This design comes from an exercise in tuning for small area on the open sky130 flow, not from production work.
Only simulation tests tie the RTL to the original design; equivalence was not proved.
No activity file was given, so power comes from the tool's default toggle rates.

old:
==> flow/design.v <==
module register_file_sb #(
    parameter  int DATA_WIDTH   = 32,
    parameter  int NUM_REGISTER = 32,
    parameter  int NUM_READ     = 2,
    localparam int AW           = $clog2(NUM_REGISTER)
) (
    input  logic                           clk_i,
    input  logic                           rst_n_i,
    input  logic                           we_i,
    input  logic [AW-1:0]                  rd_addr_i,
    input  logic [DATA_WIDTH-1:0]          rd_i,
    input  logic                           issue_i,
    input  logic [AW-1:0]                  issue_addr_i,
    input  logic                           flush_i,
    input  logic [NUM_READ*AW-1:0]         rs_addr_i,
    output logic [NUM_READ*DATA_WIDTH-1:0] rs_data_o,
    output logic [NUM_READ-1:0]            hazard_o,
    output logic [AW:0]                    busy_cnt_o
);
    localparam int CW = AW + 1;
    logic [DATA_WIDTH-1:0]   regs_q [1:NUM_REGISTER-1];
    logic [NUM_REGISTER-1:0] valid_q;
    logic [NUM_REGISTER-1:0] busy_q, busy_d;
    logic [CW-1:0]           busy_cnt_q, busy_cnt_d;
    logic [NUM_REGISTER-1:0] wsel;
    always_comb begin
        for (int i = 0; i < NUM_REGISTER; i++) wsel[i] = we_i && (rd_addr_i == AW'(i));
        wsel[0] = 1'b0;
    end
    logic [NUM_REGISTER-1:0] wsel_n;
    assign wsel_n = ~wsel;
    logic [DATA_WIDTH-1:0] regs_d [1:NUM_REGISTER-1];
    for (genvar i = 1; i < NUM_REGISTER; i++) begin : g_word
        for (genvar b = 0; b < DATA_WIDTH; b++) begin : g_bit
            rf_hold u_hold (
                .s_i(wsel[i]), .s_n_i(wsel_n[i]), .d_i(rd_i[b]), .q_i(regs_q[i][b]),
                .y_o(regs_d[i][b])
            );
        end
    end
    for (genvar i = 1; i < NUM_REGISTER; i++) begin : g_store
        always_ff @(posedge clk_i) regs_q[i] <= regs_d[i];
    end
    always_ff @(posedge clk_i or negedge rst_n_i) begin
        if (!rst_n_i) begin
            valid_q <= '0;
        end else begin
            valid_q <= valid_q | wsel;
        end
    end
    always_comb begin
        busy_d = busy_q;
        if (flush_i) begin
            busy_d = '0;
        end else begin
            if (we_i)    busy_d[rd_addr_i]    = 1'b0;
            if (issue_i) busy_d[issue_addr_i] = 1'b1;
        end
        busy_d[0] = 1'b0;
    end
    logic cnt_dec, cnt_inc;
    assign cnt_dec = we_i && (rd_addr_i != '0) && busy_q[rd_addr_i];
    assign cnt_inc = issue_i && (issue_addr_i != '0) &&
                     (!busy_q[issue_addr_i] || (we_i && rd_addr_i == issue_addr_i));
    always_comb begin
        if (flush_i)                busy_cnt_d = '0;
        else if (cnt_inc && !cnt_dec) busy_cnt_d = busy_cnt_q + CW'(1);
        else if (cnt_dec && !cnt_inc) busy_cnt_d = busy_cnt_q - CW'(1);
        else                        busy_cnt_d = busy_cnt_q;
    end
    always_ff @(posedge clk_i or negedge rst_n_i) begin
        if (!rst_n_i) begin
            busy_q     <= '0;
            busy_cnt_q <= '0;
        end else begin
            busy_q     <= busy_d;
            busy_cnt_q <= busy_cnt_d;
        end
    end
    assign busy_cnt_o = busy_cnt_q;
    localparam int NG = (NUM_REGISTER - 1 + 2) / 3;
    for (genvar p = 0; p < NUM_READ; p++) begin : g_read
        logic [AW-1:0]           addr;
        logic [NUM_REGISTER-1:0] dsel;
        logic [NUM_REGISTER-1:0] vsel;
        logic                    haz;
        assign addr = rs_addr_i[p*AW +: AW];
        always_comb begin
            for (int i = 0; i < NUM_REGISTER; i++) dsel[i] = (addr == AW'(i));
            vsel = dsel & valid_q;
            vsel[0] = 1'b0;
            haz  = 1'b0;
            for (int i = 1; i < NUM_REGISTER; i++) haz = haz | (dsel[i] & busy_q[i]);
        end
        for (genvar b = 0; b < DATA_WIDTH; b++) begin : g_bit
            logic [NG-1:0] grp_n;
            for (genvar g = 0; g < NG; g++) begin : g_grp
                localparam int I0 = 1 + 3 * g;
                if (I0 + 2 < NUM_REGISTER) begin : g_3
                    rf_aoi3 u_aoi (
                        .a0_i(vsel[I0]),   .b0_i(regs_q[I0][b]),
                        .a1_i(vsel[I0+1]), .b1_i(regs_q[I0+1][b]),
                        .a2_i(vsel[I0+2]), .b2_i(regs_q[I0+2][b]),
                        .y_n_o(grp_n[g])
                    );
                end else if (I0 + 1 < NUM_REGISTER) begin : g_2
                    assign grp_n[g] = ~((vsel[I0] & regs_q[I0][b]) | (vsel[I0+1] & regs_q[I0+1][b]));
                end else begin : g_1
                    assign grp_n[g] = ~(vsel[I0] & regs_q[I0][b]);
                end
            end
            assign rs_data_o[p*DATA_WIDTH + b] = ~&grp_n;
        end
        assign hazard_o[p] = haz;
    end
endmodule
module rf_hold (
    input  logic s_i,
    input  logic s_n_i,
    input  logic d_i,
    input  logic q_i,
    output logic y_o
);
    assign y_o = (s_i & d_i) | (s_n_i & q_i);
endmodule
module rf_aoi3 (
    input  logic a0_i,
    input  logic b0_i,
    input  logic a1_i,
    input  logic b1_i,
    input  logic a2_i,
    input  logic b2_i,
    output logic y_n_o
);
    assign y_n_o = ~((a0_i & b0_i) | (a1_i & b1_i) | (a2_i & b2_i));
endmodule
clock: 7.0 ns
lec_check: 0
cap_margin: 20
core_margin: 2
core_utilization: 50
slew_margin: 20
synth_hierarchical: 1
standard.sh (not shown) runs the stock make flow with config.mk's settings and CLKGATE_MAP_FILE= SYNTH_SCRIPT=/design/flow/synth_recipe.tcl, a recipe that flattens the netlist after the stock synthesis.
==> flow/flow/run.sh <==
#!/bin/bash
# Own layout flow: the standard synthesis unchanged, then the standard ORFS
# steps with two settings changed:
#   - every port still gets a buffer, but a plain sky130_fd_sc_hd__buf_1 rather
#     than the clock-delay cell that buffer_ports picks by default (repair may
#     resize it later);
#   - clock tree synthesis uses one clock buffer type, larger sink clusters and
#     no dummy loads.
# Each step's full output goes to its own log file in this folder (ORFS also
# keeps its per-step logs under orfs/logs/).
set -euo pipefail
bash standard.sh synth > synth.log 2>&1
bash standard.sh \
  "BUFFER_PORTS_ARGS=-buffer_cell sky130_fd_sc_hd__buf_1" \
  "CTS_ARGS=-sink_clustering_enable -repair_clock_nets -dont_use_dummy_load -buf_list sky130_fd_sc_hd__clkbuf_16 -sink_clustering_size 24 -sink_clustering_max_diameter 80" \
  finish > layout.log 2>&1
--- input diff old..new ---
-- flow/design.v --
<<< old, line 32
    logic [DATA_WIDTH-1:0] regs_d [1:NUM_REGISTER-1];
    for (genvar i = 1; i < NUM_REGISTER; i++) begin : g_word
        for (genvar b = 0; b < DATA_WIDTH; b++) begin : g_bit
            rf_hold u_hold (
                .s_i(wsel[i]), .s_n_i(wsel_n[i]), .d_i(rd_i[b]), .q_i(regs_q[i][b]),
                .y_o(regs_d[i][b])
            );
        end
    end
    for (genvar i = 1; i < NUM_REGISTER; i++) begin : g_store
>>> new, line 32
    logic [DATA_WIDTH-1:0] regs_d [1:NUM_REGISTER-1];
    for (genvar i = 1; i < NUM_REGISTER; i++) begin : g_word
        rf_hold #(.W(DATA_WIDTH)) u_hold (
            .s_i(wsel[i]), .s_n_i(wsel_n[i]), .d_i(rd_i), .q_i(regs_q[i]), .y_o(regs_d[i])
        );
    end
    for (genvar i = 1; i < NUM_REGISTER; i++) begin : g_store
<<< old, line 115
    end
endmodule
module rf_hold (
    input  logic s_i,
    input  logic s_n_i,
    input  logic d_i,
    input  logic q_i,
    output logic y_o
);
    assign y_o = (s_i & d_i) | (s_n_i & q_i);
endmodule
module rf_aoi3 (
>>> new, line 112
    end
endmodule
module rf_hold #(
    parameter int W = 32
) (
    input  logic         s_i,
    input  logic         s_n_i,
    input  logic [W-1:0] d_i,
    input  logic [W-1:0] q_i,
    output logic [W-1:0] y_o
);
    assign y_o = ({W{s_i}} & d_i) | ({W{s_n_i}} & q_i);
endmodule
module rf_aoi3 (
## What came out
Going from old to new, worst relative slew slack grows by 3.2 points. Total wire length: new and old compared, higher one is old. [new] routing usage on met3 fell 5.8 points relative to old. old -> new: max-cap check violation count delta 0, exact match. Between new and old, the power does not differ in any meaningful way. new -> old: cell count of the worst hold path delta 0, exact match. On share of power burned in combinational logic, new and old are neck and neck. Looking only at final design utilization, and setting everything else aside, the lower value of new and old goes to new. old vs new, start point of the critical path: rs_addr_i[4] vs rs_addr_i[6]. Taking old as the reference, in new cell area reported after detailed placement now sits at about the same level; simple-gate area share of the yosys netlist now sits lower; clock slew seen by the registers of the worst setup and hold paths now sits higher.

## static timing again, ports no longer ideal
How much do the figures lean on ideal ports? The routed layouts below were timed once more, with nothing changed but the port constraints. Step 1 assumes that a clkbuf_16 drives the clock port and a buf_2 every other input. Step 2 moves the port delays by t, midway between the first and last clock arrival at a register: inputs arrive t later, outputs are due t later. That takes back most of the time a late clock gives input paths. Slacks: ideal ports / drivers / drivers and shift; pairs: ideal ports / drivers.
run | t, ns | setup WS [ns] | hold slack, ns | worst register clock-pin slew, ns | worst data-port slew with drivers (ns)
old | 0.712 | 0.780 / 0.747 / 0.747 | 0.477 / 0.477 / 0.477 | 0.10 / 0.10 | 0.13
new | 0.736 | 0.397 / 0.353 / 0.353 | 0.483 / 0.483 / 0.483 | 0.11 / 0.11 | 0.11
After both steps setup and hold are still met in every run listed. The setup slack of new, which loses most, moves by -0.044 ns with the drivers and by -0.044 ns with both steps.
